What follows belongs to an exercise in optimizing a design on an open flow for small area and a short achievable clock period; a production flow would make more cautious choices. Where RTL was checked, it was by simulation tests only, not by an equivalence proof against the original. No functional check of the RTL was part of runs 2 and 3. Power is estimated from default activity; no workload was simulated.

==> flow/design.v <==
`timescale 1ns/1ps
module qdDecode (
  input  logic [15:0] in,
  output logic isNaR,
  output logic isZero,
  output logic sign,
  output logic [12:0] sig,
  output logic signed [6:0] k
);
  logic [14:0] body;
  logic [13:0] y;
  logic [13:0] above;    
  logic [13:0] hot;      
  logic [3:0] pos;
  logic any;
  logic e;
  assign body = in[15] ? (~in[14:0] + 15'd1) : in[14:0];
  assign y = body[14] ? ~body[13:0] : body[13:0];
  always_comb begin
    above[13] = y[13];
    for (int j = 12; j >= 0; j--) above[j] = above[j+1] | y[j];
    hot[13] = y[13];
    for (int j = 12; j >= 0; j--) hot[j] = y[j] & ~above[j+1];
    any = above[0];
    pos = 4'd0;
    for (int j = 0; j < 14; j++) pos = pos | (hot[j] ? 4'(j) : 4'd0);
    e = 1'b0;
    for (int j = 1; j < 14; j++) e = e | (hot[j] & body[j-1]);
    for (int t = 0; t < 12; t++) sig[t] = (t + 2 <= 13 ? (above[t+2 > 13 ? 13 : t+2] & body[t]) : 1'b0) | hot[t+1];
    sig[12] = hot[13];
    if (!above[2]) sig[0] = 1'b1;
    if (!any) begin
      k = body[14] ? 7'sd28 : -7'sd28;
    end else if (body[14]) begin
      k = (pos == 4'd0) ? 7'sd26 : 7'(7'sd27 - 7'(3 * pos) + 7'(e));
    end else begin
      k = (pos == 4'd0) ? -7'sd28 : 7'(7'(pos) - 7'sd27 + 7'(e));
    end
  end
  assign isNaR = (in == 16'h8000);
  assign isZero = (in == 16'h0000);
  assign sign = in[15];
endmodule
`timescale 1ns/1ps
module qdTerm (
  input  logic        aNaR,
  input  logic        aZero,
  input  logic        aSign,
  input  logic [12:0] aSig,
  input  logic [6:0]  aK,
  input  logic        bNaR,
  input  logic        bZero,
  input  logic        bSign,
  input  logic [12:0] bSig,
  input  logic [6:0]  bK,
  input  logic        hold,
  output logic [47:0] prod,
  output logic [2:0]  shiftHi,
  output logic        neg,
  output logic        nar
);
  logic kill;
  logic [25:0] rawProd;
  logic [6:0] shift;
  logic [62:0] ext;
  assign shift = aK + bK + 7'd56;
  assign kill = hold | aNaR | bNaR | aZero | bZero;
  assign neg = (aSign ^ bSign) & ~kill;
  assign nar = (aNaR | bNaR) & ~hold;
  qdMul mul (.a(aSig), .b(bSig), .inv(neg), .p(rawProd));
  assign ext = {{22{neg}}, rawProd, {15{neg}}} << shift[3:0];
  assign prod = kill ? 48'd0 : ext[62:15];
  assign shiftHi = shift[6:4];
endmodule
module qdMul (
  input  logic [12:0] a,
  input  logic [12:0] b,
  input  logic inv,
  output logic [25:0] p
);
  logic [12:0] pp [13];
  logic [25:0] r0, r1;
  always_comb for (int i = 0; i < 13; i++) pp[i] = b[i] ? a : '0;
  logic fc1;
  logic fc10;
  logic fc100;
  logic fc101;
  logic fc102;
  logic fc103;
  logic fc104;
  logic fc105;
  logic fc106;
  logic fc107;
  logic fc108;
  logic fc109;
  logic fc11;
  logic fc111;
  logic fc112;
  logic fc113;
  logic fc114;
  logic fc115;
  logic fc116;
  logic fc117;
  logic fc118;
  logic fc119;
  logic fc12;
  logic fc120;
  logic fc121;
  logic fc122;
  logic fc123;
  logic fc124;
  logic fc125;
  logic fc126;
  logic fc127;
  logic fc128;
  logic fc129;
  logic fc130;
  logic fc131;
  logic fc14;
  logic fc15;
  logic fc16;
  logic fc17;
  logic fc18;
  logic fc19;
  logic fc21;
  logic fc23;
  logic fc24;
  logic fc26;
  logic fc27;
  logic fc28;
  logic fc29;
  logic fc3;
  logic fc30;
  logic fc31;
  logic fc32;
  logic fc33;
  logic fc34;
  logic fc35;
  logic fc36;
  logic fc37;
  logic fc38;
  logic fc39;
  logic fc4;
  logic fc40;
  logic fc41;
  logic fc42;
  logic fc43;
  logic fc44;
  logic fc45;
  logic fc46;
  logic fc47;
  logic fc48;
  logic fc49;
  logic fc50;
  logic fc51;
  logic fc52;
  logic fc53;
  logic fc54;
  logic fc55;
  logic fc57;
  logic fc59;
  logic fc6;
  logic fc60;
  logic fc61;
  logic fc62;
  logic fc63;
  logic fc64;
  logic fc65;
  logic fc66;
  logic fc67;
  logic fc68;
  logic fc69;
  logic fc7;
  logic fc70;
  logic fc71;
  logic fc72;
  logic fc73;
  logic fc74;
  logic fc75;
  logic fc76;
  logic fc77;
  logic fc78;
  logic fc79;
  logic fc8;
  logic fc80;
  logic fc81;
  logic fc82;
  logic fc83;
  logic fc84;
  logic fc85;
  logic fc86;
  logic fc87;
  logic fc88;
  logic fc89;
  logic fc91;
  logic fc92;
  logic fc93;
  logic fc94;
  logic fc95;
  logic fc96;
  logic fc97;
  logic fc98;
  logic fc99;
  logic fs1;
  logic fs10;
  logic fs100;
  logic fs101;
  logic fs102;
  logic fs103;
  logic fs104;
  logic fs105;
  logic fs106;
  logic fs107;
  logic fs108;
  logic fs109;
  logic fs11;
  logic fs111;
  logic fs112;
  logic fs113;
  logic fs114;
  logic fs115;
  logic fs116;
  logic fs117;
  logic fs118;
  logic fs119;
  logic fs12;
  logic fs120;
  logic fs121;
  logic fs122;
  logic fs123;
  logic fs124;
  logic fs125;
  logic fs126;
  logic fs127;
  logic fs128;
  logic fs129;
  logic fs130;
  logic fs131;
  logic fs14;
  logic fs15;
  logic fs16;
  logic fs17;
  logic fs18;
  logic fs19;
  logic fs21;
  logic fs23;
  logic fs24;
  logic fs26;
  logic fs27;
  logic fs28;
  logic fs29;
  logic fs3;
  logic fs30;
  logic fs31;
  logic fs32;
  logic fs33;
  logic fs34;
  logic fs35;
  logic fs36;
  logic fs37;
  logic fs38;
  logic fs39;
  logic fs4;
  logic fs40;
  logic fs41;
  logic fs42;
  logic fs43;
  logic fs44;
  logic fs45;
  logic fs46;
  logic fs47;
  logic fs48;
  logic fs49;
  logic fs50;
  logic fs51;
  logic fs52;
  logic fs53;
  logic fs54;
  logic fs55;
  logic fs57;
  logic fs59;
  logic fs6;
  logic fs60;
  logic fs61;
  logic fs62;
  logic fs63;
  logic fs64;
  logic fs65;
  logic fs66;
  logic fs67;
  logic fs68;
  logic fs69;
  logic fs7;
  logic fs70;
  logic fs71;
  logic fs72;
  logic fs73;
  logic fs74;
  logic fs75;
  logic fs76;
  logic fs77;
  logic fs78;
  logic fs79;
  logic fs8;
  logic fs80;
  logic fs81;
  logic fs82;
  logic fs83;
  logic fs84;
  logic fs85;
  logic fs86;
  logic fs87;
  logic fs88;
  logic fs89;
  logic fs91;
  logic fs92;
  logic fs93;
  logic fs94;
  logic fs95;
  logic fs96;
  logic fs97;
  logic fs98;
  logic fs99;
  logic hc0;
  logic hc110;
  logic hc13;
  logic hc2;
  logic hc20;
  logic hc22;
  logic hc25;
  logic hc5;
  logic hc56;
  logic hc58;
  logic hc9;
  logic hc90;
  logic hs0;
  logic hs110;
  logic hs13;
  logic hs2;
  logic hs20;
  logic hs22;
  logic hs25;
  logic hs5;
  logic hs56;
  logic hs58;
  logic hs9;
  logic hs90;
  assign {hc0, hs0} = {1'b0, pp[0][9]} + {1'b0, pp[1][8]};
  assign {fc1, fs1} = {1'b0, pp[0][10]} + {1'b0, pp[1][9]} + {1'b0, pp[2][8]};
  assign {hc2, hs2} = {1'b0, pp[3][7]} + {1'b0, pp[4][6]};
  assign {fc3, fs3} = {1'b0, pp[0][11]} + {1'b0, pp[1][10]} + {1'b0, pp[2][9]};
  assign {fc4, fs4} = {1'b0, pp[3][8]} + {1'b0, pp[4][7]} + {1'b0, pp[5][6]};
  assign {hc5, hs5} = {1'b0, pp[6][5]} + {1'b0, pp[7][4]};
  assign {fc6, fs6} = {1'b0, pp[0][12]} + {1'b0, pp[1][11]} + {1'b0, pp[2][10]};
  assign {fc7, fs7} = {1'b0, pp[3][9]} + {1'b0, pp[4][8]} + {1'b0, pp[5][7]};
  assign {fc8, fs8} = {1'b0, pp[6][6]} + {1'b0, pp[7][5]} + {1'b0, pp[8][4]};
  assign {hc9, hs9} = {1'b0, pp[9][3]} + {1'b0, pp[10][2]};
  assign {fc10, fs10} = {1'b0, pp[1][12]} + {1'b0, pp[2][11]} + {1'b0, pp[3][10]};
  assign {fc11, fs11} = {1'b0, pp[4][9]} + {1'b0, pp[5][8]} + {1'b0, pp[6][7]};
  assign {fc12, fs12} = {1'b0, pp[7][6]} + {1'b0, pp[8][5]} + {1'b0, pp[9][4]};
  assign {hc13, hs13} = {1'b0, pp[10][3]} + {1'b0, pp[11][2]};
  assign {fc14, fs14} = {1'b0, pp[2][12]} + {1'b0, pp[3][11]} + {1'b0, pp[4][10]};
  assign {fc15, fs15} = {1'b0, pp[5][9]} + {1'b0, pp[6][8]} + {1'b0, pp[7][7]};
  assign {fc16, fs16} = {1'b0, pp[8][6]} + {1'b0, pp[9][5]} + {1'b0, pp[10][4]};
  assign {fc17, fs17} = {1'b0, pp[3][12]} + {1'b0, pp[4][11]} + {1'b0, pp[5][10]};
  assign {fc18, fs18} = {1'b0, pp[6][9]} + {1'b0, pp[7][8]} + {1'b0, pp[8][7]};
  assign {fc19, fs19} = {1'b0, pp[4][12]} + {1'b0, pp[5][11]} + {1'b0, pp[6][10]};
  assign {hc20, hs20} = {1'b0, pp[0][6]} + {1'b0, pp[1][5]};
  assign {fc21, fs21} = {1'b0, pp[0][7]} + {1'b0, pp[1][6]} + {1'b0, pp[2][5]};
  assign {hc22, hs22} = {1'b0, pp[3][4]} + {1'b0, pp[4][3]};
  assign {fc23, fs23} = {1'b0, pp[0][8]} + {1'b0, pp[1][7]} + {1'b0, pp[2][6]};
  assign {fc24, fs24} = {1'b0, pp[3][5]} + {1'b0, pp[4][4]} + {1'b0, pp[5][3]};
  assign {hc25, hs25} = {1'b0, pp[6][2]} + {1'b0, pp[7][1]};
  assign {fc26, fs26} = {1'b0, hs0} + {1'b0, pp[2][7]} + {1'b0, pp[3][6]};
  assign {fc27, fs27} = {1'b0, pp[4][5]} + {1'b0, pp[5][4]} + {1'b0, pp[6][3]};
  assign {fc28, fs28} = {1'b0, pp[7][2]} + {1'b0, pp[8][1]} + {1'b0, pp[9][0]};
  assign {fc29, fs29} = {1'b0, hc0} + {1'b0, fs1} + {1'b0, hs2};
  assign {fc30, fs30} = {1'b0, pp[5][5]} + {1'b0, pp[6][4]} + {1'b0, pp[7][3]};
  assign {fc31, fs31} = {1'b0, pp[8][2]} + {1'b0, pp[9][1]} + {1'b0, pp[10][0]};
  assign {fc32, fs32} = {1'b0, fc1} + {1'b0, hc2} + {1'b0, fs3};
  assign {fc33, fs33} = {1'b0, fs4} + {1'b0, hs5} + {1'b0, pp[8][3]};
  assign {fc34, fs34} = {1'b0, pp[9][2]} + {1'b0, pp[10][1]} + {1'b0, pp[11][0]};
  assign {fc35, fs35} = {1'b0, fc3} + {1'b0, fc4} + {1'b0, hc5};
  assign {fc36, fs36} = {1'b0, fs6} + {1'b0, fs7} + {1'b0, fs8};
  assign {fc37, fs37} = {1'b0, hs9} + {1'b0, pp[11][1]} + {1'b0, pp[12][0]};
  assign {fc38, fs38} = {1'b0, fc6} + {1'b0, fc7} + {1'b0, fc8};
  assign {fc39, fs39} = {1'b0, hc9} + {1'b0, fs10} + {1'b0, fs11};
  assign {fc40, fs40} = {1'b0, fs12} + {1'b0, hs13} + {1'b0, pp[12][1]};
  assign {fc41, fs41} = {1'b0, fc10} + {1'b0, fc11} + {1'b0, fc12};
  assign {fc42, fs42} = {1'b0, hc13} + {1'b0, fs14} + {1'b0, fs15};
  assign {fc43, fs43} = {1'b0, fs16} + {1'b0, pp[11][3]} + {1'b0, pp[12][2]};
  assign {fc44, fs44} = {1'b0, fc14} + {1'b0, fc15} + {1'b0, fc16};
  assign {fc45, fs45} = {1'b0, fs17} + {1'b0, fs18} + {1'b0, pp[9][6]};
  assign {fc46, fs46} = {1'b0, pp[10][5]} + {1'b0, pp[11][4]} + {1'b0, pp[12][3]};
  assign {fc47, fs47} = {1'b0, fc17} + {1'b0, fc18} + {1'b0, fs19};
  assign {fc48, fs48} = {1'b0, pp[7][9]} + {1'b0, pp[8][8]} + {1'b0, pp[9][7]};
  assign {fc49, fs49} = {1'b0, pp[10][6]} + {1'b0, pp[11][5]} + {1'b0, pp[12][4]};
  assign {fc50, fs50} = {1'b0, fc19} + {1'b0, pp[5][12]} + {1'b0, pp[6][11]};
  assign {fc51, fs51} = {1'b0, pp[7][10]} + {1'b0, pp[8][9]} + {1'b0, pp[9][8]};
  assign {fc52, fs52} = {1'b0, pp[10][7]} + {1'b0, pp[11][6]} + {1'b0, pp[12][5]};
  assign {fc53, fs53} = {1'b0, pp[6][12]} + {1'b0, pp[7][11]} + {1'b0, pp[8][10]};
  assign {fc54, fs54} = {1'b0, pp[9][9]} + {1'b0, pp[10][8]} + {1'b0, pp[11][7]};
  assign {fc55, fs55} = {1'b0, pp[7][12]} + {1'b0, pp[8][11]} + {1'b0, pp[9][10]};
  assign {hc56, hs56} = {1'b0, pp[0][4]} + {1'b0, pp[1][3]};
  assign {fc57, fs57} = {1'b0, pp[0][5]} + {1'b0, pp[1][4]} + {1'b0, pp[2][3]};
  assign {hc58, hs58} = {1'b0, pp[3][2]} + {1'b0, pp[4][1]};
  assign {fc59, fs59} = {1'b0, hs20} + {1'b0, pp[2][4]} + {1'b0, pp[3][3]};
  assign {fc60, fs60} = {1'b0, pp[4][2]} + {1'b0, pp[5][1]} + {1'b0, pp[6][0]};
  assign {fc61, fs61} = {1'b0, hc20} + {1'b0, fs21} + {1'b0, hs22};
  assign {fc62, fs62} = {1'b0, pp[5][2]} + {1'b0, pp[6][1]} + {1'b0, pp[7][0]};
  assign {fc63, fs63} = {1'b0, fc21} + {1'b0, hc22} + {1'b0, fs23};
  assign {fc64, fs64} = {1'b0, fs24} + {1'b0, hs25} + {1'b0, pp[8][0]};
  assign {fc65, fs65} = {1'b0, fc23} + {1'b0, fc24} + {1'b0, hc25};
  assign {fc66, fs66} = {1'b0, fs26} + {1'b0, fs27} + {1'b0, fs28};
  assign {fc67, fs67} = {1'b0, fc26} + {1'b0, fc27} + {1'b0, fc28};
  assign {fc68, fs68} = {1'b0, fs29} + {1'b0, fs30} + {1'b0, fs31};
  assign {fc69, fs69} = {1'b0, fc29} + {1'b0, fc30} + {1'b0, fc31};
  assign {fc70, fs70} = {1'b0, fs32} + {1'b0, fs33} + {1'b0, fs34};
  assign {fc71, fs71} = {1'b0, fc32} + {1'b0, fc33} + {1'b0, fc34};
  assign {fc72, fs72} = {1'b0, fs35} + {1'b0, fs36} + {1'b0, fs37};
  assign {fc73, fs73} = {1'b0, fc35} + {1'b0, fc36} + {1'b0, fc37};
  assign {fc74, fs74} = {1'b0, fs38} + {1'b0, fs39} + {1'b0, fs40};
  assign {fc75, fs75} = {1'b0, fc38} + {1'b0, fc39} + {1'b0, fc40};
  assign {fc76, fs76} = {1'b0, fs41} + {1'b0, fs42} + {1'b0, fs43};
  assign {fc77, fs77} = {1'b0, fc41} + {1'b0, fc42} + {1'b0, fc43};
  assign {fc78, fs78} = {1'b0, fs44} + {1'b0, fs45} + {1'b0, fs46};
  assign {fc79, fs79} = {1'b0, fc44} + {1'b0, fc45} + {1'b0, fc46};
  assign {fc80, fs80} = {1'b0, fs47} + {1'b0, fs48} + {1'b0, fs49};
  assign {fc81, fs81} = {1'b0, fc47} + {1'b0, fc48} + {1'b0, fc49};
  assign {fc82, fs82} = {1'b0, fs50} + {1'b0, fs51} + {1'b0, fs52};
  assign {fc83, fs83} = {1'b0, fc50} + {1'b0, fc51} + {1'b0, fc52};
  assign {fc84, fs84} = {1'b0, fs53} + {1'b0, fs54} + {1'b0, pp[12][6]};
  assign {fc85, fs85} = {1'b0, fc53} + {1'b0, fc54} + {1'b0, fs55};
  assign {fc86, fs86} = {1'b0, pp[10][9]} + {1'b0, pp[11][8]} + {1'b0, pp[12][7]};
  assign {fc87, fs87} = {1'b0, fc55} + {1'b0, pp[8][12]} + {1'b0, pp[9][11]};
  assign {fc88, fs88} = {1'b0, pp[10][10]} + {1'b0, pp[11][9]} + {1'b0, pp[12][8]};
  assign {fc89, fs89} = {1'b0, pp[9][12]} + {1'b0, pp[10][11]} + {1'b0, pp[11][10]};
  assign {hc90, hs90} = {1'b0, pp[0][3]} + {1'b0, pp[1][2]};
  assign {fc91, fs91} = {1'b0, hs56} + {1'b0, pp[2][2]} + {1'b0, pp[3][1]};
  assign {fc92, fs92} = {1'b0, hc56} + {1'b0, fs57} + {1'b0, hs58};
  assign {fc93, fs93} = {1'b0, fc57} + {1'b0, hc58} + {1'b0, fs59};
  assign {fc94, fs94} = {1'b0, fc59} + {1'b0, fc60} + {1'b0, fs61};
  assign {fc95, fs95} = {1'b0, fc61} + {1'b0, fc62} + {1'b0, fs63};
  assign {fc96, fs96} = {1'b0, fc63} + {1'b0, fc64} + {1'b0, fs65};
  assign {fc97, fs97} = {1'b0, fc65} + {1'b0, fc66} + {1'b0, fs67};
  assign {fc98, fs98} = {1'b0, fc67} + {1'b0, fc68} + {1'b0, fs69};
  assign {fc99, fs99} = {1'b0, fc69} + {1'b0, fc70} + {1'b0, fs71};
  assign {fc100, fs100} = {1'b0, fc71} + {1'b0, fc72} + {1'b0, fs73};
  assign {fc101, fs101} = {1'b0, fc73} + {1'b0, fc74} + {1'b0, fs75};
  assign {fc102, fs102} = {1'b0, fc75} + {1'b0, fc76} + {1'b0, fs77};
  assign {fc103, fs103} = {1'b0, fc77} + {1'b0, fc78} + {1'b0, fs79};
  assign {fc104, fs104} = {1'b0, fc79} + {1'b0, fc80} + {1'b0, fs81};
  assign {fc105, fs105} = {1'b0, fc81} + {1'b0, fc82} + {1'b0, fs83};
  assign {fc106, fs106} = {1'b0, fc83} + {1'b0, fc84} + {1'b0, fs85};
  assign {fc107, fs107} = {1'b0, fc85} + {1'b0, fc86} + {1'b0, fs87};
  assign {fc108, fs108} = {1'b0, fc87} + {1'b0, fc88} + {1'b0, fs89};
  assign {fc109, fs109} = {1'b0, fc89} + {1'b0, pp[10][12]} + {1'b0, pp[11][11]};
  assign {hc110, hs110} = {1'b0, pp[0][2]} + {1'b0, pp[1][1]};
  assign {fc111, fs111} = {1'b0, hs90} + {1'b0, pp[2][1]} + {1'b0, pp[3][0]};
  assign {fc112, fs112} = {1'b0, hc90} + {1'b0, fs91} + {1'b0, pp[4][0]};
  assign {fc113, fs113} = {1'b0, fc91} + {1'b0, fs92} + {1'b0, pp[5][0]};
  assign {fc114, fs114} = {1'b0, fc92} + {1'b0, fs93} + {1'b0, fs60};
  assign {fc115, fs115} = {1'b0, fc93} + {1'b0, fs94} + {1'b0, fs62};
  assign {fc116, fs116} = {1'b0, fc94} + {1'b0, fs95} + {1'b0, fs64};
  assign {fc117, fs117} = {1'b0, fc95} + {1'b0, fs96} + {1'b0, fs66};
  assign {fc118, fs118} = {1'b0, fc96} + {1'b0, fs97} + {1'b0, fs68};
  assign {fc119, fs119} = {1'b0, fc97} + {1'b0, fs98} + {1'b0, fs70};
  assign {fc120, fs120} = {1'b0, fc98} + {1'b0, fs99} + {1'b0, fs72};
  assign {fc121, fs121} = {1'b0, fc99} + {1'b0, fs100} + {1'b0, fs74};
  assign {fc122, fs122} = {1'b0, fc100} + {1'b0, fs101} + {1'b0, fs76};
  assign {fc123, fs123} = {1'b0, fc101} + {1'b0, fs102} + {1'b0, fs78};
  assign {fc124, fs124} = {1'b0, fc102} + {1'b0, fs103} + {1'b0, fs80};
  assign {fc125, fs125} = {1'b0, fc103} + {1'b0, fs104} + {1'b0, fs82};
  assign {fc126, fs126} = {1'b0, fc104} + {1'b0, fs105} + {1'b0, fs84};
  assign {fc127, fs127} = {1'b0, fc105} + {1'b0, fs106} + {1'b0, fs86};
  assign {fc128, fs128} = {1'b0, fc106} + {1'b0, fs107} + {1'b0, fs88};
  assign {fc129, fs129} = {1'b0, fc107} + {1'b0, fs108} + {1'b0, pp[12][9]};
  assign {fc130, fs130} = {1'b0, fc108} + {1'b0, fs109} + {1'b0, pp[12][10]};
  assign {fc131, fs131} = {1'b0, fc109} + {1'b0, pp[11][12]} + {1'b0, pp[12][11]};
  assign r0 = {1'b0, fc131, fc130, fc129, fc128, fc127, fc126, fc125, fc124, fc123, fc122, fc121, fc120, fc119, fc118, fc117, fc116, fc115, fc114, fc113, fc112, fc111, hc110, hs110, pp[0][1], pp[0][0]};
  assign r1 = {1'b0, pp[12][12], fs131, fs130, fs129, fs128, fs127, fs126, fs125, fs124, fs123, fs122, fs121, fs120, fs119, fs118, fs117, fs116, fs115, fs114, fs113, fs112, fs111, pp[2][0], pp[1][0], 1'b0};
  qdAdd #(.W(26)) fin (.a(r0), .b(r1), .ci(1'b0), .inv(inv), .s(p));
endmodule
`timescale 1ns/1ps
module qdAccum (
  input  logic         clk,
  input  logic         clear,
  input  logic         acc,
  input  logic [47:0]  prod,
  input  logic [7:0]   fill,
  input  logic [7:0]   place,
  input  logic         neg,
  input  logic         termNaR,
  output logic [127:0] quire,
  output logic         quireNaR
);
  logic [127:0] aligned;
  logic [127:0] sum;
  always_comb begin
    aligned = '0;
    for (int j = 0; j < 8; j++) begin
      aligned = aligned | (({80'd0, prod} << (16 * j)) & {128{place[j] & acc}});
    end
    for (int k = 0; k < 8; k++) begin
      aligned[16*k +: 16] = aligned[16*k +: 16] | {16{fill[k] & acc}};
    end
  end
  qdAdd #(.W(128)) add (.a(quire), .b(aligned), .ci(neg & acc), .inv(1'b0), .s(sum));
  always_ff @(posedge clk) begin
    if (clear) begin
      quire <= '0;
      quireNaR <= 1'b0;
    end else begin
      quire <= sum;
      quireNaR <= quireNaR | (termNaR & acc);
    end
  end
endmodule
module qdAdd #(
  parameter int W = 128
) (
  input  logic [W-1:0] a,
  input  logic [W-1:0] b,
  input  logic         ci,
  input  logic         inv,
  output logic [W-1:0] s
);
  localparam int L = $clog2(W);
  logic [W-1:0] p0, g0;
  logic [W-1:0] g, p;
  logic [W-1:0] c;
  always_comb begin
    p0 = a ^ b;
    g0 = a & b;
    g = g0;
    p = p0;
    g[0] = g0[0] | (p0[0] & ci);
    for (int l = 0; l < L; l++) begin
      for (int i = (2 << l) - 1; i < W; i += (2 << l)) begin
        g[i] = g[i] | (p[i] & g[i - (1 << l)]);
        p[i] = p[i] & p[i - (1 << l)];
      end
    end
    for (int l = L - 2; l >= 0; l--) begin
      for (int i = (3 << l) - 1; i < W; i += (2 << l)) begin
        g[i] = g[i] | (p[i] & g[i - (1 << l)]);
        p[i] = p[i] & p[i - (1 << l)];
      end
    end
    c = {g[W-2:0], ci};
    s = p0 ^ {W{inv}} ^ c;
  end
endmodule
`timescale 1ns/1ps
module qdRound (
  input  logic [127:0] quire,
  input  logic         quireNaR,
  output logic [15:0]  result
);
  logic s;
  logic [83:0] v;
  logic posBig, negBig, big, tiny, isZero;
  logic [5:0] aPos, aNeg, a;
  logic [5:0] sh;
  logic [16:0] pat;
  logic [13:0] msk;
  logic cut, odd;
  logic [45:0] x5;
  logic [30:0] x4;
  logic [22:0] x3;
  logic [18:0] x2;
  logic [16:0] x1;
  logic [14:0] w;
  logic [80:0] po;
  logic [55:0] stk;
  logic sticky;
  logic inc;
  logic [16:0] ext;
  logic [14:0] e0, e1, em1;
  logic [3:0] m;
  logic g, t0, c, step;
  logic [15:0] main;
  assign s = quire[127];
  assign v = quire[83:0] ^ {84{s}};
  assign posBig = !s && (|quire[126:84]);
  assign negBig = s && !((&quire[126:84]) && (|quire[83:0]));
  assign big = posBig || negBig;
  assign tiny = s ? (&quire[83:28]) : !(|quire[83:28]);
  assign isZero = !s && !(|quire[126:0]);
  qdLead #(.W(64)) leadPos (.x({8'd0, quire[83:28]}), .pos(aPos));
  qdLead #(.W(64)) leadNeg (.x({8'd0, ~quire[83:28]}), .pos(aNeg));
  assign a = s ? aNeg : aPos;
  positRoundTable tab (.a, .sh, .pat, .msk, .cut, .odd);
  always_comb begin
    x5 = sh[5] ? {26'd0, v[83:58]} : v[71:26];
    x4 = sh[4] ? {1'b0, x5[45:16]} : x5[30:0];
    x3 = sh[3] ? x4[30:8] : x4[22:0];
    x2 = sh[2] ? x3[22:4] : x3[18:0];
    x1 = sh[1] ? x2[18:2] : x2[16:0];
    w = sh[0] ? x1[15:1] : x1[14:0];
  end
  always_comb begin
    po = quire[80:0];
    for (int l = 0; l < 7; l++) begin
      for (int i = 0; i < 81; i++) begin
        if ((i >> l) % 2 == 1) po[i] = po[i] | po[((i >> l) << l) - 1];
      end
    end
  end
  assign stk = po[80:25];
  positRoundSticky pick (.a, .stk, .sticky);
  assign inc = s && !sticky;
  assign ext = pat | {3'd0, w[13:0] & msk};
  assign e0 = ext[16:2];
  assign e1 = e0 + 15'd1;
  assign em1 = e0 - 15'd1;
  assign m = {1'b0, w[2:0]} + {3'd0, inc};
  always_comb begin
    if (cut) begin
      g = odd && (m[3] || m[1] || m[0]);
      t0 = odd && (m[3] || m[1]);
      c = 1'b0;
    end else begin
      g = ext[1] ^ (inc && ext[0]);
      t0 = ext[0] ^ inc;
      c = inc && ext[1] && ext[0];
    end
  end
  assign step = c || (g && (t0 || sticky || e0[0]));
  assign main = s ? (step ? ~{1'b0, e0} : ~{1'b0, em1})
                  : (step ? {1'b0, e1} : {1'b0, e0});
  always_comb begin
    if (quireNaR) begin
      result = 16'h8000;
    end else if (isZero) begin
      result = 16'h0000;
    end else if (big) begin
      result = s ? 16'h8001 : 16'h7FFF;
    end else if (tiny) begin
      result = s ? 16'hFFFF : 16'h0001;
    end else begin
      result = main;
    end
  end
endmodule
module qdLead #(
  parameter int W = 64
) (
  input  logic [W-1:0] x,
  output logic [$clog2(W)-1:0] pos
);
  if (W == 2) begin : g_leaf
    assign pos = x[1];
  end else begin : g_node
    localparam int H = W / 2;
    logic [$clog2(H)-1:0] ph, pl;
    logic vh;
    qdLead #(.W(H)) hi (.x(x[W-1:H]), .pos(ph));
    qdLead #(.W(H)) lo (.x(x[H-1:0]), .pos(pl));
    assign vh = |x[W-1:H];
    assign pos = vh ? {1'b1, ph} : {1'b0, pl};
  end
endmodule
`timescale 1ns/1ps
module positRoundTable (
  input  logic [5:0]  a,
  output logic [5:0]  sh,
  output logic [16:0] pat,
  output logic [13:0] msk,
  output logic        cut,
  output logic        odd
);
  always_comb begin
    case (a)
      6'd0: begin sh = 6'd0; pat = 17'h00004; msk = 14'h0000; cut = 1'b1; odd = 1'b0; end
      6'd1: begin sh = 6'd1; pat = 17'h00004; msk = 14'h0000; cut = 1'b1; odd = 1'b1; end
      6'd2: begin sh = 6'd2; pat = 17'h00008; msk = 14'h0003; cut = 1'b0; odd = 1'b0; end
      6'd3: begin sh = 6'd3; pat = 17'h0000C; msk = 14'h0003; cut = 1'b0; odd = 1'b0; end
      6'd4: begin sh = 6'd3; pat = 17'h00010; msk = 14'h0007; cut = 1'b0; odd = 1'b0; end
      6'd5: begin sh = 6'd4; pat = 17'h00018; msk = 14'h0007; cut = 1'b0; odd = 1'b0; end
      6'd6: begin sh = 6'd4; pat = 17'h00020; msk = 14'h000F; cut = 1'b0; odd = 1'b0; end
      6'd7: begin sh = 6'd5; pat = 17'h00030; msk = 14'h000F; cut = 1'b0; odd = 1'b0; end
      6'd8: begin sh = 6'd5; pat = 17'h00040; msk = 14'h001F; cut = 1'b0; odd = 1'b0; end
      6'd9: begin sh = 6'd6; pat = 17'h00060; msk = 14'h001F; cut = 1'b0; odd = 1'b0; end
      6'd10: begin sh = 6'd6; pat = 17'h00080; msk = 14'h003F; cut = 1'b0; odd = 1'b0; end
      6'd11: begin sh = 6'd7; pat = 17'h000C0; msk = 14'h003F; cut = 1'b0; odd = 1'b0; end
      6'd12: begin sh = 6'd7; pat = 17'h00100; msk = 14'h007F; cut = 1'b0; odd = 1'b0; end
      6'd13: begin sh = 6'd8; pat = 17'h00180; msk = 14'h007F; cut = 1'b0; odd = 1'b0; end
      6'd14: begin sh = 6'd8; pat = 17'h00200; msk = 14'h00FF; cut = 1'b0; odd = 1'b0; end
      6'd15: begin sh = 6'd9; pat = 17'h00300; msk = 14'h00FF; cut = 1'b0; odd = 1'b0; end
      6'd16: begin sh = 6'd9; pat = 17'h00400; msk = 14'h01FF; cut = 1'b0; odd = 1'b0; end
      6'd17: begin sh = 6'd10; pat = 17'h00600; msk = 14'h01FF; cut = 1'b0; odd = 1'b0; end
      6'd18: begin sh = 6'd10; pat = 17'h00800; msk = 14'h03FF; cut = 1'b0; odd = 1'b0; end
      6'd19: begin sh = 6'd11; pat = 17'h00C00; msk = 14'h03FF; cut = 1'b0; odd = 1'b0; end
      6'd20: begin sh = 6'd11; pat = 17'h01000; msk = 14'h07FF; cut = 1'b0; odd = 1'b0; end
      6'd21: begin sh = 6'd12; pat = 17'h01800; msk = 14'h07FF; cut = 1'b0; odd = 1'b0; end
      6'd22: begin sh = 6'd12; pat = 17'h02000; msk = 14'h0FFF; cut = 1'b0; odd = 1'b0; end
      6'd23: begin sh = 6'd13; pat = 17'h03000; msk = 14'h0FFF; cut = 1'b0; odd = 1'b0; end
      6'd24: begin sh = 6'd13; pat = 17'h04000; msk = 14'h1FFF; cut = 1'b0; odd = 1'b0; end
      6'd25: begin sh = 6'd14; pat = 17'h06000; msk = 14'h1FFF; cut = 1'b0; odd = 1'b0; end
      6'd26: begin sh = 6'd14; pat = 17'h08000; msk = 14'h3FFF; cut = 1'b0; odd = 1'b0; end
      6'd27: begin sh = 6'd15; pat = 17'h0C000; msk = 14'h3FFF; cut = 1'b0; odd = 1'b0; end
      6'd28: begin sh = 6'd16; pat = 17'h10000; msk = 14'h3FFF; cut = 1'b0; odd = 1'b0; end
      6'd29: begin sh = 6'd17; pat = 17'h14000; msk = 14'h3FFF; cut = 1'b0; odd = 1'b0; end
      6'd30: begin sh = 6'd19; pat = 17'h18000; msk = 14'h1FFF; cut = 1'b0; odd = 1'b0; end
      6'd31: begin sh = 6'd20; pat = 17'h1A000; msk = 14'h1FFF; cut = 1'b0; odd = 1'b0; end
      6'd32: begin sh = 6'd22; pat = 17'h1C000; msk = 14'h0FFF; cut = 1'b0; odd = 1'b0; end
      6'd33: begin sh = 6'd23; pat = 17'h1D000; msk = 14'h0FFF; cut = 1'b0; odd = 1'b0; end
      6'd34: begin sh = 6'd25; pat = 17'h1E000; msk = 14'h07FF; cut = 1'b0; odd = 1'b0; end
      6'd35: begin sh = 6'd26; pat = 17'h1E800; msk = 14'h07FF; cut = 1'b0; odd = 1'b0; end
      6'd36: begin sh = 6'd28; pat = 17'h1F000; msk = 14'h03FF; cut = 1'b0; odd = 1'b0; end
      6'd37: begin sh = 6'd29; pat = 17'h1F400; msk = 14'h03FF; cut = 1'b0; odd = 1'b0; end
      6'd38: begin sh = 6'd31; pat = 17'h1F800; msk = 14'h01FF; cut = 1'b0; odd = 1'b0; end
      6'd39: begin sh = 6'd32; pat = 17'h1FA00; msk = 14'h01FF; cut = 1'b0; odd = 1'b0; end
      6'd40: begin sh = 6'd34; pat = 17'h1FC00; msk = 14'h00FF; cut = 1'b0; odd = 1'b0; end
      6'd41: begin sh = 6'd35; pat = 17'h1FD00; msk = 14'h00FF; cut = 1'b0; odd = 1'b0; end
      6'd42: begin sh = 6'd37; pat = 17'h1FE00; msk = 14'h007F; cut = 1'b0; odd = 1'b0; end
      6'd43: begin sh = 6'd38; pat = 17'h1FE80; msk = 14'h007F; cut = 1'b0; odd = 1'b0; end
      6'd44: begin sh = 6'd40; pat = 17'h1FF00; msk = 14'h003F; cut = 1'b0; odd = 1'b0; end
      6'd45: begin sh = 6'd41; pat = 17'h1FF40; msk = 14'h003F; cut = 1'b0; odd = 1'b0; end
      6'd46: begin sh = 6'd43; pat = 17'h1FF80; msk = 14'h001F; cut = 1'b0; odd = 1'b0; end
      6'd47: begin sh = 6'd44; pat = 17'h1FFA0; msk = 14'h001F; cut = 1'b0; odd = 1'b0; end
      6'd48: begin sh = 6'd46; pat = 17'h1FFC0; msk = 14'h000F; cut = 1'b0; odd = 1'b0; end
      6'd49: begin sh = 6'd47; pat = 17'h1FFD0; msk = 14'h000F; cut = 1'b0; odd = 1'b0; end
      6'd50: begin sh = 6'd49; pat = 17'h1FFE0; msk = 14'h0007; cut = 1'b0; odd = 1'b0; end
      6'd51: begin sh = 6'd50; pat = 17'h1FFE8; msk = 14'h0007; cut = 1'b0; odd = 1'b0; end
      6'd52: begin sh = 6'd52; pat = 17'h1FFF0; msk = 14'h0003; cut = 1'b0; odd = 1'b0; end
      6'd53: begin sh = 6'd53; pat = 17'h1FFF4; msk = 14'h0003; cut = 1'b0; odd = 1'b0; end
      6'd54: begin sh = 6'd54; pat = 17'h1FFF8; msk = 14'h0000; cut = 1'b1; odd = 1'b0; end
      6'd55: begin sh = 6'd55; pat = 17'h1FFF8; msk = 14'h0000; cut = 1'b1; odd = 1'b1; end
      default: begin sh = 6'd0; pat = 17'h00000; msk = 14'h0000; cut = 1'b0; odd = 1'b0; end
    endcase
  end
endmodule
module positRoundSticky (
  input  logic [5:0]  a,
  input  logic [55:0] stk,
  output logic        sticky
);
  logic [63:0] byA;
  assign byA[0] = stk[0];
  assign byA[1] = stk[1];
  assign byA[2] = stk[2];
  assign byA[3] = stk[3];
  assign byA[4] = stk[3];
  assign byA[5] = stk[4];
  assign byA[6] = stk[4];
  assign byA[7] = stk[5];
  assign byA[8] = stk[5];
  assign byA[9] = stk[6];
  assign byA[10] = stk[6];
  assign byA[11] = stk[7];
  assign byA[12] = stk[7];
  assign byA[13] = stk[8];
  assign byA[14] = stk[8];
  assign byA[15] = stk[9];
  assign byA[16] = stk[9];
  assign byA[17] = stk[10];
  assign byA[18] = stk[10];
  assign byA[19] = stk[11];
  assign byA[20] = stk[11];
  assign byA[21] = stk[12];
  assign byA[22] = stk[12];
  assign byA[23] = stk[13];
  assign byA[24] = stk[13];
  assign byA[25] = stk[14];
  assign byA[26] = stk[14];
  assign byA[27] = stk[15];
  assign byA[28] = stk[16];
  assign byA[29] = stk[17];
  assign byA[30] = stk[19];
  assign byA[31] = stk[20];
  assign byA[32] = stk[22];
  assign byA[33] = stk[23];
  assign byA[34] = stk[25];
  assign byA[35] = stk[26];
  assign byA[36] = stk[28];
  assign byA[37] = stk[29];
  assign byA[38] = stk[31];
  assign byA[39] = stk[32];
  assign byA[40] = stk[34];
  assign byA[41] = stk[35];
  assign byA[42] = stk[37];
  assign byA[43] = stk[38];
  assign byA[44] = stk[40];
  assign byA[45] = stk[41];
  assign byA[46] = stk[43];
  assign byA[47] = stk[44];
  assign byA[48] = stk[46];
  assign byA[49] = stk[47];
  assign byA[50] = stk[49];
  assign byA[51] = stk[50];
  assign byA[52] = stk[52];
  assign byA[53] = stk[53];
  assign byA[54] = stk[54];
  assign byA[55] = stk[55];
  assign byA[63:56] = 8'd0;
  assign sticky = byA[a];
endmodule
`timescale 1ns/1ps
module quireDotApb (
  input  logic        clk,
  input  logic        rst,
  input  logic        psel,
  input  logic        penable,
  input  logic        pwrite,
  input  logic [7:0]  paddr,
  input  logic [31:0] pwdata,
  output logic [31:0] prdata,
  output logic        pready,
  output logic        pslverr
);
  localparam logic [7:0] RegOpA = 8'h00;
  localparam logic [7:0] RegOpB = 8'h04;
  localparam logic [7:0] RegCtrl = 8'h08;
  localparam logic [7:0] RegResult = 8'h0C;
  logic setup;
  logic hitA, hitB, hitC, hitR;
  logic rstQ, clrQ;
  logic wrA, wrB;
  logic accNext;
  logic doAcc;
  logic [15:0] stg;
  logic [15:0] opA, opB;
  logic dNaR, dZero, dSign;
  logic [12:0] dSig;
  logic [6:0] dK;
  logic aNaR, aZero, aSign, bNaR, bZero, bSign;
  logic [12:0] aSig, bSig;
  logic [6:0] aK, bK;
  logic [47:0] prod;
  logic [2:0] shiftHi;
  logic neg, nar;
  logic [47:0] tProd;
  logic [7:0] tPlace;
  logic [7:0] tFill;
  logic [7:0] place, covered;
  logic tNeg, tNaR;
  logic [127:0] quire;
  logic quireNaR;
  logic [15:0] result;
  logic [15:0] rdata;
  logic err;
  assign setup = psel && !penable;
  assign hitA = (paddr == RegOpA);
  assign hitB = (paddr == RegOpB);
  assign hitC = (paddr == RegCtrl);
  assign hitR = (paddr == RegResult);
  always_ff @(posedge clk) begin
    rstQ <= rst;
    clrQ <= rst || (setup && pwrite && hitC && pwdata[0]);
    wrA <= setup && pwrite && hitA;
    wrB <= setup && pwrite && hitB;
    stg <= pwdata[15:0];
  end
  qdDecode dec (.in(stg), .isNaR(dNaR), .isZero(dZero), .sign(dSign), .sig(dSig), .k(dK));
  always_ff @(posedge clk) begin
    if (rstQ) begin
      opA <= '0;
      aNaR <= 1'b0;
      aZero <= 1'b1;
    end else if (wrA) begin
      opA <= stg;
      aNaR <= dNaR;
      aZero <= dZero;
    end
    if (rstQ) begin
      opB <= '0;
      bNaR <= 1'b0;
      bZero <= 1'b1;
    end else if (wrB) begin
      opB <= stg;
      bNaR <= dNaR;
      bZero <= dZero;
    end
    if (wrA) begin
      aSign <= dSign;
      aSig <= dSig;
      aK <= dK;
    end
    if (wrB) begin
      bSign <= dSign;
      bSig <= dSig;
      bK <= dK;
    end
  end
  qdTerm term (
    .aNaR, .aZero, .aSign, .aSig, .aK,
    .bNaR, .bZero, .bSign, .bSig, .bK,
    .hold(rstQ),
    .prod, .shiftHi, .neg, .nar
  );
  assign accNext = setup && pwrite && hitC && pwdata[1];
  assign place = 8'd1 << shiftHi;
  assign covered = place | (place << 1) | (place << 2);
  always_ff @(posedge clk) begin
    tProd <= prod;
    doAcc <= accNext;
    tPlace <= place;
    tFill <= neg ? ~covered : 8'd0;
    tNeg <= neg;
    tNaR <= nar;
  end
  qdAccum accum (
    .clk, .clear(clrQ),
    .acc(doAcc), .prod(tProd), .fill(tFill), .place(tPlace), .neg(tNeg), .termNaR(tNaR),
    .quire, .quireNaR
  );
  qdRound round (.quire, .quireNaR, .result);
  always_ff @(posedge clk) begin
    rdata <= ({16{hitA && !rstQ}} & opA) | ({16{hitB && !rstQ}} & opB) | ({16{hitR && !rstQ}} & result);
    err <= !(hitA || hitB || hitC || hitR) || (pwrite && hitR);
  end
  assign prdata = {16'h0000, rdata};
  assign pready = 1'b1;
  assign pslverr = err;
endmodule
==> flow/flow/run.sh <==
#!/bin/bash
set -euo pipefail
bash standard.sh SETUP_SLACK_MARGIN=16.0 finish > standard.log 2>&1
==> flow/standard.sh <==
#!/bin/bash
# synth_recipe.tcl (not shown) runs the flow's synth.tcl, then flattens the netlist and writes it again
# the make line also repeats each setting of config.mk as NAME=value (left out here)
make -C /OpenROAD-flow-scripts/flow DESIGN_CONFIG=/design/flow/config.mk WORK_HOME=/design/flow/orfs CLKGATE_MAP_FILE= SYNTH_SCRIPT=/design/flow/synth_recipe.tcl "${@:-finish}"
==> flow/config.mk <==
export PLATFORM = sky130hd
export DESIGN_NAME = quireDotApb
export DESIGN_NICKNAME = quireDotApb
export VERILOG_FILES = /design/flow/design.v
export SDC_FILE = /design/flow/constraint.sdc
export NUM_CORES = 4
export LEC_CHECK = 0
export ABC_AREA = 1
export CAP_MARGIN = 20
export CORE_MARGIN = 2
export CORE_UTILIZATION = 65
export PLACE_DENSITY = 0.8
export SLEW_MARGIN = 20
==> flow/constraint.sdc <==
create_clock -name core_clock -period 22.0 [get_ports {clk}]
set_input_delay 4.4000 -clock core_clock [delete_from_list [all_inputs] [get_ports {clk}]]
set_output_delay 4.4000 -clock core_clock [all_outputs]
set_load 0.01 [all_outputs]
==> flow_summary_export.csv, run 1 <==
group,metric,value,unit
run_status,status,"finished clean",
synthesis,synth.top_cell.area_share,17.02,%
global_routing,grt_pass1_vias,28170,
synthesis,yosys-top-cells-count,"nand2_1, inv_1, nor2_1",
clocking,cts.sinks,305,
drt,wl,92490,µm
floorplan,core_region_area,46750,µm²
setup_path,worstPathRequired,22.48,ns
global_routing,grt_usage,36.15,%
synthesis,ys_types,64,
place,dpl_cell_area,31470,µm²
power,ir_drop,0.06444,mV
setup_path,cp.arrival,6.36,ns
finish,finish.utilization,72.00,%
synthesis,syn_avg_cell_area,6.833,µm²
synthesis,yosysWarnings,9,
synthesis,synth_ff_type,"dfxtp_1",
finish,nFillCells,3935,
drt,drc,0,
sta,whs,0.4400,ns
finish,area_delta_synth_final,8.813,%
min_path,hold_path_class,"reg -> reg",
finish,final_area,33660,µm²
sta,rsz0062_at_grt,"yes",
finish,nets,4968,
drt,via_count,30170,
clocking,numCtsBuffers,35,
setup_path,end_kind,"flop",
sta,setup_viol,0,
power,p_per_area,36.90,nW/µm²
drt,drt_iter0_drc,3618,
job,max-cap-violations,0,
floorplan,std_cell_rows,79,
sta,fmaxAchievable,170.0,MHz
finish,n_antenna_cell,0,
synthesis,yosysTopAreaCell,"dfxtp_1",
sta,finalMaxSlewViolations,0,
sta,post-route-period-util,26.74,%
clocking,holdBufCountCts,0,
power,p_leak,16.46,nW
place,place_congestion,0.9790,
place,hpwl,66730,µm
clocking,cts_tree,"done",
place,port_buffers,45,
finish,layout-drive-gt1-share,8.041,%
setup_path,start_kind,"primary input",
drt,vias_per_cell,5.834,
synthesis,ys_async_sr_fraction,0,%
sta,skew,0.02252,ns
place,dp.cells,5031,
sta,fin_setup_tns,0,ns
global_routing,overflow,0,
finish,final-seq-area,6566,µm²
setup_path,path_max_fanout,4,
drt,post_drt_wl_per_cell,17.89,µm
global_routing,grt_start_max_net_pins,63,
global_routing,grt_pass1_wl,144500,µm
drt,final_antenna_net_count,0,
floorplan,initial_core_util,66.17,%
sta,worst_slew_pin_slew,1.070,ns
sta,timing.final.crit_period,5.884,ns
synthesis,synth_edf_count,42,
floorplan,die_h,222.2,µm
synthesis,synth_area,30930,µm²
clocking,htree_levels,2,
finish,fin_cells,5171,
synthesis,synth_most_common_cell,"nand2_1",
synthesis,synthCells,4527,
synthesis,synth_area_leaders,"dfxtp_1, nand2_1, fa_1",
floorplan,ios,79,
synthesis,synth_seq_cells,305,
sta,slew_headroom,28.70,%
setup_path,worst-setup-path-type,"in -> reg",
sta,hold_viol,0,
clocking,clk_latency,0.55,ns
global_routing,antenna_found_initial,1,
clocking,root_buffer,"clkbuf_16",
finish,multiInputGateArea,21170,µm²
clocking,clkSlewWorstSetupHoldPaths,0.06,ns
drt,dr.pass1.iters,6,
clocking,cts.path.max_buffers,3,
floorplan,die_w,222.2,µm
floorplan,dieArea,49350,µm²
synthesis,yosysSeqAreaShare,21.10,%
==> per-stage QoR <==
step	power, W	worst slack, ns
after floorplan	0.0006549	16.06
after global placement	0.0006722	15.00
after detailed placement	0.0006744	14.95
after CTS	0.001239	15.96
after global routing	0.001279	15.84
final	0.001242	16.12
==> layout make-up <==
type	count	area share, %
Timing Repair Buffer	137	3.561
Tap cell	607	2.256
Sequential cell	305	19.51
Multi-Input combinational cell	3298	62.88
Clock inverter	14	0.4014
Inverter	763	8.572
Clock buffer	47	2.825
==> flip-flops by register name (all words and copies together), names as in the netlist, 7 cells and up <==
name and flops:
tFill 8, stg 16, bK 7, tPlace 8
rdata 16, bSig 13, aSig 13, opA 16
tProd 42, accum.quire 128, aK 7, opB 16
==> path summary, 6_finish.rpt <==
kind / start / to / slack [ns] / cells after the start
setup / recovery: paddr[5] / rdata[4] / 16.12 / 9
hold / removal: tNaR / accum.quireNaR / 0.44 / 2
setup reg to reg: aSig[6] / tProd[36] / 16.19 / 29
hold reg to reg: tNaR / accum.quireNaR / 0.44 / 2
==> timing repair <==
item	4_1_cts	5_1_grt
gates cloned	0	3
resized for setup	23	111
setup endpoints to repair	82	72
pin swaps	4	34
setup buffers	45	31
==> power breakdown <==
group           total, W  switching (W)  internal (W)
sequential      0.000575     0.00000449      0.000571
clock           0.000574       0.000245      0.000329
combinational  0.0000931      0.0000576     0.0000355
total            0.00124       0.000307      0.000935
==> routing by layer <==
layer / part of all wire, % / wire length [µm] / vias to the layer above / track usage, %
met4: 4.3 / 3952 / 2 / 13.99
met5: 0.012 / 11 / - / 0
li1: - / - / 14470 / -
met1: 40 / 36580 / 13810 / 47.18
met3: 11 / 10270 / 294 / 8.442
met2: 45 / 41680 / 1598 / 58.17
==> cell usage in the layout, fill, tap and decap left out, types with 45 or more instances in the layout <==
cell type / n
nor2_1: 436
o22ai_1: 48
buf_4: 84
fa_1: 173
o21ai_0: 206
nand3_1: 265
o211ai_1: 49
dfxtp_1: 237
ha_1: 189
nand4_1: 64
clkdlybuf4s50_1: 45
xnor2_1: 66
inv_1: 733
xor2_1: 120
nor3_1: 66
nand2_1: 1036
a21oi_1: 175
==> kinds of logic after synthesis <==
family,share of synthesized area [%]
compound gates,13.07
xor+xnor,5.266
fa+ha+maj,20.03
buf+inv,12.11
flops,21.10
mux,0.2265
other cells,0.02428
simple gates,28.18
==> worst max-delay path, cell delays in order <==
cell,delay [ns]
clkdlybuf4s50_1,0.41
nor4_1,0.31
nand2_1,0.16
nor3_2,0.18
nand3_1,0.21
a211oi_4,0.31
buf_4,0.18
o21ai_1,0.12
nand2_1,0.08
==> inputs of run 2 (changes only) <==
--- a/flow/design.v
+++ b/flow/design.v
@@ -57,9 +57,9 @@
   output logic [47:0] prod,
   output logic [2:0]  shiftHi,
   output logic        neg,
-  output logic        nar
+  output logic        nar,
+  output logic        kill
 );
-  logic kill;
   logic [25:0] rawProd;
   logic [6:0] shift;
   logic [62:0] ext;
@@ -69,7 +69,7 @@
   assign nar = (aNaR | bNaR) & ~hold;
   qdMul mul (.a(aSig), .b(bSig), .inv(neg), .p(rawProd));
   assign ext = {{22{neg}}, rawProd, {15{neg}}} << shift[3:0];
-  assign prod = kill ? 48'd0 : ext[62:15];
+  assign prod = ext[62:15];
   assign shiftHi = shift[6:4];
 endmodule
 module qdMul (
@@ -830,7 +830,7 @@
   logic [6:0] aK, bK;
   logic [47:0] prod;
   logic [2:0] shiftHi;
-  logic neg, nar;
+  logic neg, nar, kill;
   logic [47:0] tProd;
   logic [7:0] tPlace;
   logic [7:0] tFill;
@@ -888,7 +888,7 @@
     .aNaR, .aZero, .aSign, .aSig, .aK,
     .bNaR, .bZero, .bSign, .bSig, .bK,
     .hold(rstQ),
-    .prod, .shiftHi, .neg, .nar
+    .prod, .shiftHi, .neg, .nar, .kill
   );
   assign accNext = setup && pwrite && hitC && pwdata[1];
   assign place = 8'd1 << shiftHi;
@@ -896,7 +896,7 @@
   always_ff @(posedge clk) begin
     tProd <= prod;
     doAcc <= accNext;
-    tPlace <= place;
+    tPlace <= kill ? 8'd0 : place;
     tFill <= neg ? ~covered : 8'd0;
     tNeg <= neg;
     tNaR <= nar;
--- a/flow/config.mk
+++ b/flow/config.mk
@@ -8,6 +8,6 @@
 export ABC_AREA = 1
 export CAP_MARGIN = 20
 export CORE_MARGIN = 2
-export CORE_UTILIZATION = 65
-export PLACE_DENSITY = 0.8
+export CORE_UTILIZATION = 50
+export PLACE_DENSITY = 0.65
 export SLEW_MARGIN = 20
==> flow_summary_export.csv, run 2 <==
group,metric,value,unit
sta,slew_headroom,29.96,%
sta,setup_viol,0,
sta,rsz0062_at_grt,"yes",
synthesis,synth_top_family_by_area,"simple AND/OR/NAND/NOR gates",
drt,post_drt_wl_per_cell,17.57,µm
drt,final_antenna_net_count,0,
setup_path,worst-setup-path-type,"in -> reg",
finish,largest_reg_flops,128,
finish,n_antenna_cell,0,
global_routing,grt_start_max_net_pins,69,
job,max-cap-violations,0,
clocking,htree_levels,2,
floorplan,die_h,255.3,µm
drt,drc,0,
setup_path,path_max_fanout,10,
setup_path,cpPeakStageDelay,0.41,ns
synthesis,yosysSeqAreaShare,20.61,%
clocking,root_buffer,"clkbuf_16",
global_routing,grt_usage,29.45,%
setup_path,cp_cell_sequence,"clkdlybuf4s50_1, nor4_1, nand2_1, or2_2, nor2_4, buf_4, nand3_1, nand2_1, inv_1, nand2_1",
run_status,status,"finished clean",
synthesis,synth_area_leaders,"dfxtp_1, nand2_1, fa_1",
synthesis,yosys-top-cells-count,"nand2_1, inv_1, nor2_1",
global_routing,grt_pass1_wl,151400,µm
power,p_sw_share,25.36,%
setup_path,end_kind,"flop",
drt,via_count,30230,
synthesis,synth_ff_type,"dfxtp_1",
synthesis,synthXorXnorAreaFrac,5.767,%
sta,timing.final.crit_period,5.866,ns
sta,finalMaxSlewViolations,0,
synthesis,synth_most_common_cell,"nand2_1",
place,dp_slack,14.97,ns
floorplan,ios,79,
drt,dr.pass1.iters,7,
setup_path,worstPathRequired,22.50,ns
finish,reg_top3,"accum.quire x128, tProd x42",
floorplan,initial_core_util,50.32,%
synthesis,synth.top_cell.area_share,16.61,%
global_routing,antenna_found_initial,0,
setup_path,crit_top_cell,"nand2_1",
clocking,numCtsBuffers,38,
clocking,cts.path.max_buffers,3,
synthesis,syn_avg_cell_area,6.789,µm²
power,p_int,0.0009888,W
finish,fin_cells,5554,
finish,nFillCells,6127,
place,place_congestion,0.9973,
power,switchingPower,0.0003359,W
floorplan,die_w,255.3,µm
synthesis,synth_edf_count,42,
synthesis,synth_area,31570,µm²
finish,finish.utilization,55.90,%
finish,regMostFlops,"accum.quire",
power,combPwrFrac,7.3,%
synthesis,ys_async_sr_fraction,0,%
synthesis,yosysWarnings,9,
synthesis,synth-compound-area-share,11.46,%
global_routing,grt_pass1_vias,27930,
floorplan,std_cell_rows,92,
place,port_buffers,45,
synthesis,synthAdderAreaFrac,19.63,%
power,ir_drop,0.09059,mV
clocking,holdBufCountCts,0,
synthesis,synthCells,4650,
finish,layout-drive-gt1-share,9.388,%
setup_path,cp.arrival,6.37,ns
power,p_leak,17.44,nW
floorplan,core_region_area,62740,µm²
place,hpwl,72400,µm
min_path,hold_path_class,"reg -> reg",
clocking,cts_tree,"done",
clocking,clk_latency,0.58,ns
finish,nets,5107,
drt,drt_iter0_drc,2917,
clocking,cts.sinks,304,
synthesis,muxShareOfSynthArea,0.3171,%
synthesis,synthSimpleGateAreaFrac,29.94,%
sta,worst_slew_pin_slew,1.042,ns
sta,setup_ws,16.13,ns
sta,skew,0.03040,ns
synthesis,yosysTopAreaCell,"dfxtp_1",
place,dp.cells,5385,
finish,area_delta_synth_final,11.09,%
power,power,0.001325,W
finish,mostFrequentLayoutCell,"nand2_1",
power,p_per_area,37.78,nW/µm²
clocking,clkSlewWorstSetupHoldPaths,0.07,ns
sta,fin_setup_tns,0,ns
floorplan,dieArea,65160,µm²
drt,vias_per_cell,5.442,
setup_path,slowest_stage,"clkdlybuf4s50_1",
setup_path,start_kind,"primary input",
sta,fmaxAchievable,170.5,MHz
power,clkPwrFrac,49.3,%
sta,hold_viol,0,
drt,wl,97590,µm
global_routing,overflow,0,
finish,final_cell_mix,"nand2_1, inv_1, nor2_1, nand3_1, dfxtp_1",
synthesis,ys_types,67,
power,seqPwrFrac,43.4,%
sta,post-route-period-util,26.66,%
synthesis,synth_seq_cells,304,
==> run 2: cell types whose count changed after synthesis, sizes merged, moves of 5 or more <==
cell and delta:
nor3 +14, a22o -11, nand3 +100, o22ai -14, nand2 +42, xor2 +17
clkbuf +8, nand4 -5, inv +20, o21ai -22, a21oi -34, o221ai +5
==> run 2: kinds of logic after synthesis <==
group                      after synthesis
AOI/OAI and AO/OA                      608
xor gates and xnor gates               207
adders and majority gates              383
buffers and inverters                  971
DFF                                    304
muxes                                   10
other                                    2
and+or+nand+nor                       2165
==> run 2: worst max-delay path, delay by kind of cell <==
| family | cells | cell delay [ns] |
|---|---|---|
| simple gates | 7 | 1.25 |
| buf+inv | 3 | 0.69 |
==> run 2: timing repair <==
action / CTS / global route
resized for setup: 33 / 134
cloned: 1 / 3
setup buffers: 53 / 43
setup endpoints to repair: 83 / 72
pin swaps: 1 / 42
==> run 2: per-stage QoR <==
step / instance area (µm²) / hold slack [ns]
after floorplan: 31630 / 0.4261
after global placement: 32350 / 0.4423
after detailed placement: 32370 / 0.4487
after CTS: 34210 / 0.4645
after global routing: 35070 / 0.4909
final: 35070 / 0.4603
==> run 2: power by group through the flow <==
stage	logic, W	clock network (W)	registers (W)
floorplan	0.0000739	0	0.000584
CTS	0.0000930	0.000664	0.000575
detailed placement	0.0000922	0	0.000587
global placement	0.0000910	0	0.000588
finish	0.0000967	0.000653	0.000575
global route	0.000109	0.000685	0.000575
==> run 2: path summary, 6_finish.rpt <==
kind         startpoint             end  slack [ns]  cells past startpoint
max            paddr[5]       rdata[14]       16.13                     10
min                tNaR  accum.quireNaR        0.46                      2
min reg2reg        tNaR  accum.quireNaR        0.46                      2
max reg2reg     aSig[9]       tProd[31]       16.24                     35
==> run 2: routing by layer <==
| metal | GRT usage, % | part of all wire (%) | vias to the layer above |
|---|---|---|---|
| met5 | 0.3759 | 0 | - |
| met4 | 7.937 | 2.7 | 0 |
| met3 | 6.082 | 9.0 | 176 |
| met2 | 46.85 | 45 | 1178 |
| met1 | 40.54 | 43 | 14020 |
| li1 | - | - | 14860 |
==> run 2: final cells by class <==
type	instances	area (µm²)	area share (%)
inverter	781	2963	8.449
clock buffer	46	1052	3.001
timing repair buffer	160	1421	4.053
multi-input combinational	3394	21760	62.06
sequential	304	6555	18.69
tap	846	1059	3.018
clock inverter	23	254.0	0.7243
==> inputs of run 3 (changes only) <==
==> flow/flow/run.sh (replaced) <==
#!/bin/bash
set -euo pipefail
bash standard.sh SETUP_SLACK_MARGIN=16.2 "BUFFER_PORTS_ARGS=-buffer_cell sky130_fd_sc_hd__buf_2" finish > standard.log 2>&1
==> flow_summary_export.csv, run 3 <==
group,metric,value,unit
sta,finalMaxSlewViolations,0,
global_routing,grt_start_max_net_pins,69,
clocking,htree_levels,2,
floorplan,dieArea,65160,µm²
setup_path,cpPeakStageDelay,0.58,ns
place,port_buffers,45,
floorplan,initial_core_util,50.32,%
power,p_per_area,37.89,nW/µm²
synthesis,yosysTopAreaCell,"dfxtp_1",
drt,drc,0,
finish,regMostFlops,"accum.quire",
clocking,clkSlewWorstSetupHoldPaths,0.07,ns
synthesis,yosysSeqAreaShare,20.61,%
setup_path,reg2reg_from,"bSig[4]",
drt,routed-wl-met2,44120,µm
floorplan,die_w,255.3,µm
drt,dr.pass1.iters,6,
place,place_congestion,1.003,
global_routing,antenna_found_initial,0,
sta,worst_slew_pin_slew,1.113,ns
sta,fmaxAchievable,170.9,MHz
min_path,hold_path_class,"reg -> reg",
synthesis,synth_area,31570,µm²
synthesis,synth_edf_count,42,
clocking,cts.sinks,304,
floorplan,core_region_area,62740,µm²
finish,final_area,35190,µm²
setup_path,r2r_slack,16.15,ns
place,dpl_cell_area,32120,µm²
drt,drt_iter0_drc,3045,
sta,post-route-period-util,26.59,%
clocking,numCtsBuffers,39,
power,ir_drop,0.07036,mV
synthesis,yosys-top-cells-count,"nand2_1, inv_1, nor2_1",
sta,hold_viol,0,
finish,mostFrequentLayoutCell,"nand2_1",
place,dp.cells,5381,
sta,slew_headroom,25.24,%
finish,fin_cells,5572,
global_routing,grt_usage,29.61,%
global_routing,grt_pass1_wl,152600,µm
sta,skew,0.05660,ns
synthesis,synthCells,4650,
drt,vias_per_cell,5.476,
setup_path,worst-setup-path-type,"reg -> reg",
clocking,root_buffer,"clkbuf_16",
synthesis,yosysWarnings,9,
place,hpwl,71810,µm
setup_path,r2r-end,"tProd[26]",
finish,nFillCells,6191,
setup_path,reg2reg_depth,34,
floorplan,die_h,255.3,µm
clocking,holdBufCountCts,0,
global_routing,overflow,0,
sta,setup_viol,0,
finish,multiInputGateArea,21970,µm²
drt,met3_length,8804,µm
sta,rsz0062_at_grt,"yes",
synthesis,synth_most_common_cell,"nand2_1",
synthesis,syn_avg_cell_area,6.789,µm²
finish,finish.utilization,56.09,%
setup_path,crit_cells,34,
synthesis,ys_types,67,
synthesis,synth_ff_type,"dfxtp_1",
min_path,min_path_cells,2,
global_routing,grt_pass1_vias,28080,
synthesis,synth.top_cell.area_share,16.61,%
clocking,clk_latency,0.60,ns
drt,post_drt_wl_per_cell,17.71,µm
finish,final-seq-area,6563,µm²
finish,layout-drive-gt1-share,11.56,%
synthesis,ys_async_sr_fraction,0,%
drt,final_antenna_net_count,0,
setup_path,crit_top_cell,"nand2_1",
setup_path,critPathTopFamily,"adder cells",
setup_path,endpoint,"tProd[26]",
setup_path,cp.arrival,6.27,ns
setup_path,critPathLaunch,"bSig[4]",
sta,fin_setup_tns,0,ns
floorplan,ios,79,
drt,wl_met1,42650,µm
place,dp_slack,14.94,ns
sta,setup_ws,16.15,ns
synthesis,synth_area_leaders,"dfxtp_1, nand2_1, fa_1",
drt,top_layer,"met4",
synthesis,synth_seq_cells,304,
run_status,status,"finished clean",
finish,reg_top3,"accum.quire x128, tProd x42",
clocking,cts.path.max_buffers,3,
drt,wl,98680,µm
finish,nets,5122,
power,p_leak,17.56,nW
setup_path,path_max_fanout,4,
floorplan,std_cell_rows,92,
setup_path,start_kind,"flop",
sta,timing.final.crit_period,5.851,ns
clocking,cts_tree,"done",
job,max-cap-violations,0,
setup_path,worstPathRequired,22.42,ns
finish,final_cell_mix,"nand2_1, inv_1, nor2_1, nand3_1, dfxtp_1",
finish,largest_reg_flops,128,
setup_path,end_kind,"flop",
finish,area_delta_synth_final,11.47,%
setup_path,slowest_stage,"fa_1",
setup_path,cp_num_buf_inv,4,
drt,via_count,30510,
-- run 3: cell counts after synthesis --
No cell type changed its count.
-- run 3: report_power, final --
group          internal, W   total, W  switching [W]
clock             0.000382   0.000663       0.000281
sequential        0.000570   0.000575     0.00000543
combinational    0.0000335  0.0000949      0.0000614
total             0.000985    0.00133       0.000348
-- run 3: cell families after synthesis --
logic type / after synthesis / share of synthesized area, %
compound gates: 608 / 11.46
simple gates: 2165 / 29.94
flops: 304 / 20.61
xor+xnor: 207 / 5.767
fa+ha+maj: 383 / 19.63
buf+inv: 971 / 12.25
mux: 10 / 0.3171
other cells: 2 / 0.02379
-- run 3: what timing repair did --
action	in CTS	in global routing
gates cloned	2	4
buffers inserted	58	54
setup endpoints to repair	103	81
gates resized for setup	55	174
pin swaps	10	71
-- run 3: cell type report --
class	instances	share of cell area, %
repair buffers	172	3.619
flip-flops and latches	304	18.65
diodes	1	0.007111
well taps	846	3.008
clock inverters	23	0.7431
multi-input cells	3396	62.43
inverters	781	8.462
clock buffers	49	3.083
-- run 3: worst reg2reg max path: cells and delay by family (launching register included) --
family	cells	cell delay [ns]
AOI/OAI and AO/OA	4	0.59
buffers and inverters	4	0.29
adders and majority gates	6	2.76
and+or+nand+nor	20	1.66
DFF	1	0.43
-- run 3: worst min path at each step --
stage / startpoint / endpoint / slack, ns
2_1_floorplan: rstQ / tNaR / 0.43
3_3_place_gp: tNaR / accum.quireNaR / 0.44
3_5_place_dp: tNaR / accum.quireNaR / 0.44
4_1_cts: tNaR / accum.quireNaR / 0.42
5_1_grt: tNaR / accum.quireNaR / 0.46
6_report: tNaR / accum.quireNaR / 0.43
-- run 3: per-stage QoR --
step / hold WS [ns] / power [W]
final: 0.4260 / 0.001333
after global routing: 0.4649 / 0.001379
after CTS: 0.4159 / 0.001339
after detailed placement: 0.4421 / 0.0006772
after global placement: 0.4444 / 0.0006757
after floorplan: 0.4261 / 0.0006578
-- run 3: routing by layer --
metal	GRT usage, %	vias to the layer above
met5	0	-
met1	40.26	14200
met2	47.32	1207
met4	8.605	0
li1	-	14910
met3	6.285	201

port drivers added, routing unchanged:
In the flow no input, the clock included, has a driving cell. The finished layouts below were timed again as built, in two steps.
Step 1, drivers: a clkbuf_16 drives clk and a buf_2 each remaining input, both assumed.
Step 2 also shifts input and output timing later by t, the mid clock arrival at the registers, as if the neighbouring blocks saw the same clock.
a / b / c = ideal / step 1 / step 2; a / b = the first two.
run	t, ns	setup WS [ns]	worst setup path after step 2
run 1	0.603	16.116 / 16.086 / 15.552	input to register
run 2	0.625	16.135 / 16.076 / 15.551	input to register
run 3	0.628	16.150 / 16.150 / 15.854	input to register
After both steps every run listed still meets setup and hold. For run 2, which loses most, drivers alone change the setup slack by -0.059 ns; drivers and shift together by -0.584 ns.
